From an optimization exercise on the open Yosys and OpenROAD flow, aimed at small area, a short achievable clock period and few clock cycles per item; shortcuts taken in it are not production practice. The RTL was checked by simulation tests, not by an equivalence proof against the original design.

## P
## led_cube_node_to_coordinate_unit
module led_cube_node_to_coordinate_unit (
  input  wire logic        clk_i,
  input  wire logic        rst_ni,
  input  wire logic        start_i,
  output logic             busy_o,
  input  wire logic [17:0] node_index_i,
  output logic             done_o,
  output logic [5:0]       voxel_x_o,
  output logic [5:0]       voxel_y_o,
  output logic [5:0]       voxel_z_o,
  output logic             index_out_of_range_o,
  input  wire logic        cfg_we_i,
  input  wire logic [2:0]  cfg_idx_i,
  input  wire logic [6:0]  cfg_data_i
);
For scale: ~330 flip-flops.
Settings: LEC_CHECK=0, ABC_AREA=1, CAP_MARGIN=20, CORE_MARGIN=2, CORE_UTILIZATION=40, CTS_CLUSTER_DIAMETER=120, CTS_CLUSTER_SIZE=24, SETUP_SLACK_MARGIN=3.35, SLEW_MARGIN=20, TNS_END_PERCENT=5; clock period 5.5 ns.
standard.sh (not shown) runs the stock make flow with config.mk's settings and CLKGATE_MAP_FILE= SYNTH_SCRIPT=/design/flow/synth_recipe.tcl, a recipe that flattens the netlist after the stock synthesis.
==> flow/flow/run.sh <==
#!/bin/bash
# The standard layout, with the port buffers made of sky130_fd_sc_hd__buf_2 cells instead of
# the delay-buffer cells the resizer picks by default.
set -euo pipefail
bash standard.sh BUFFER_PORTS_ARGS="-buffer_cell sky130_fd_sc_hd__buf_2" finish > standard_make.log 2>&1
P closes out successfully: all stages finished, all timing, DRC and antenna checks passed.
Testbench counts of P, summed over its fixed seeds: cycles 32,448, items 32,000.
[inputs] Q vs P
-- flow/config.mk --
<<< P, line 15
export SLEW_MARGIN = 20
export TNS_END_PERCENT = 5
>>> Q, line 15
export SLEW_MARGIN = 20
Results
Diff Q..P | global routing met3 resource utilization | negligible. Global router's overall resource usage, Q and P: smaller value in P. Per the comparison of Q with P, worst hold slack picked up an extra 0.010 ns; clock-buffer cell count neither gained nor lost much; first-iteration DRC count picked up an extra 150; part of the cycle the worst path needs lost 0.29 points.
Input changes introduced in R (baseline for comparison: Q):
-- flow/config.mk --
<<< Q, line 8
export ABC_AREA = 1
export CAP_MARGIN = 20
export CORE_MARGIN = 2
>>> R, line 8
export ABC_AREA = 1
export CAP_MARGIN = 5
export CORE_MARGIN = 2
<<< Q, line 13
export CTS_CLUSTER_SIZE = 24
export SETUP_SLACK_MARGIN = 3.35
export SLEW_MARGIN = 20
>>> R, line 13
export CTS_CLUSTER_SIZE = 24
export SETUP_SLACK_MARGIN = 3.3
export SLEW_MARGIN = 5
export TNS_END_PERCENT = 0
Notes after the runs:
- When R is measured against Q, its share of cells above drive strength 1 turns out 4.7 points lower.
- The final reports for R and Q show design area lower in the former.
- Compared with Q, R shows a lower total routing usage reported by global routing.
- Routed metal-1 wirelength, R vs Q: down by a few percent
- Between R and Q, the global routing met2 resource utilization is higher for Q.
- Via count ends up higher on Q.
- When R is measured against Q, its wire length on met3 turns out 9.3% lower.
diff inputs: R => S
-- flow/config.mk --
<<< R, line 8
export ABC_AREA = 1
export CAP_MARGIN = 5
export CORE_MARGIN = 2
>>> S, line 8
export ABC_AREA = 1
export CAP_MARGIN = 20
export CORE_MARGIN = 2
<<< R, line 13
export CTS_CLUSTER_SIZE = 24
export SETUP_SLACK_MARGIN = 3.3
export SLEW_MARGIN = 5
export TNS_END_PERCENT = 0
>>> S, line 13
export CTS_CLUSTER_SIZE = 24
export GPL_TIMING_DRIVEN = 0
export SETUP_SLACK_MARGIN = 3.3
export SLEW_MARGIN = 20
export TNS_END_PERCENT = 0
[summary]
- R and S ended up with nearly the same routed wire length.
- On count of unresolved DRC violations after routing, R and S are basically level.
- Changes observed in S relative to R: vertical extent of the die stayed essentially flat, sequential share of layout area fell by 1.1 points, final standard cell utilization of the core rose by 1.1 points, number of fillers in the final layout fell by 25.
- When S is measured against R, its clock period minus worst slack turns out 0.0057 ns lower.
- ~same clock latency reported for the late side of the worst-skew pair in R and S
- Cmp R and S / worst setup timing slack at the placement stage / lower: R
Inputs modified between S and T:
-- flow/config.mk --
<<< S, line 13
export CTS_CLUSTER_SIZE = 24
export GPL_TIMING_DRIVEN = 0
export SETUP_SLACK_MARGIN = 3.3
>>> T, line 13
export CTS_CLUSTER_SIZE = 24
export SETUP_SLACK_MARGIN = 3.3
## What came out
- The standard cell area after detailed placement reported for T is smaller than that of S by about 2.2%.
- Number of distinct library cells after synthesis across T and S: no real change.
- As far as combined area of the multi-input logic cells is concerned, S and T perform about the same.
- The endpoint arrival time on the critical path on S is in line with that on T.
- From T to S, clock buffer count did not move at all.
- Re layout overhead on the synthesized area: T is 2.8 points down on S.
- The final setup slack of the worst path of T is lower than that of S.
- Lower fraction of area in registers goes to S over T.

-- port drivers added, routing unchanged --
The results above use ideal ports. As a check the final layouts listed here were re-extracted and re-timed, cells and wires unchanged.
Step 1, drivers: a clkbuf_16 drives clk_i and a buf_2 each remaining input, both assumed.
Step 2, shift: input delay + t, output delay - t, t = (earliest + latest rising clock arrival at the registers) / 2. This alone moves slack from input paths to output paths.
Slacks: no drivers / after step 1 / after step 2; pairs: no drivers / after step 1.
run | t, ns | setup WS [ns] | slew at the worst register clock pin (ns) | cell pins on the clock port's net
P | 0.579 | 3.373 / 3.320 / 2.892 | 0.11 / 0.11 | 1
Q | 0.566 | 3.389 / 3.336 / 2.919 | 0.10 / 0.10 | 1
R | 0.580 | 3.373 / 3.320 / 2.892 | 0.11 / 0.11 | 1
S | 0.571 | 3.378 / 3.327 / 2.888 | 0.10 / 0.10 | 1
T | 0.580 | 3.373 / 3.320 / 2.892 | 0.11 / 0.11 | 1
After both steps setup and hold are still met in every run listed. The setup slack of S, which loses most, moves by -0.051 ns with the drivers and by -0.490 ns with both steps.
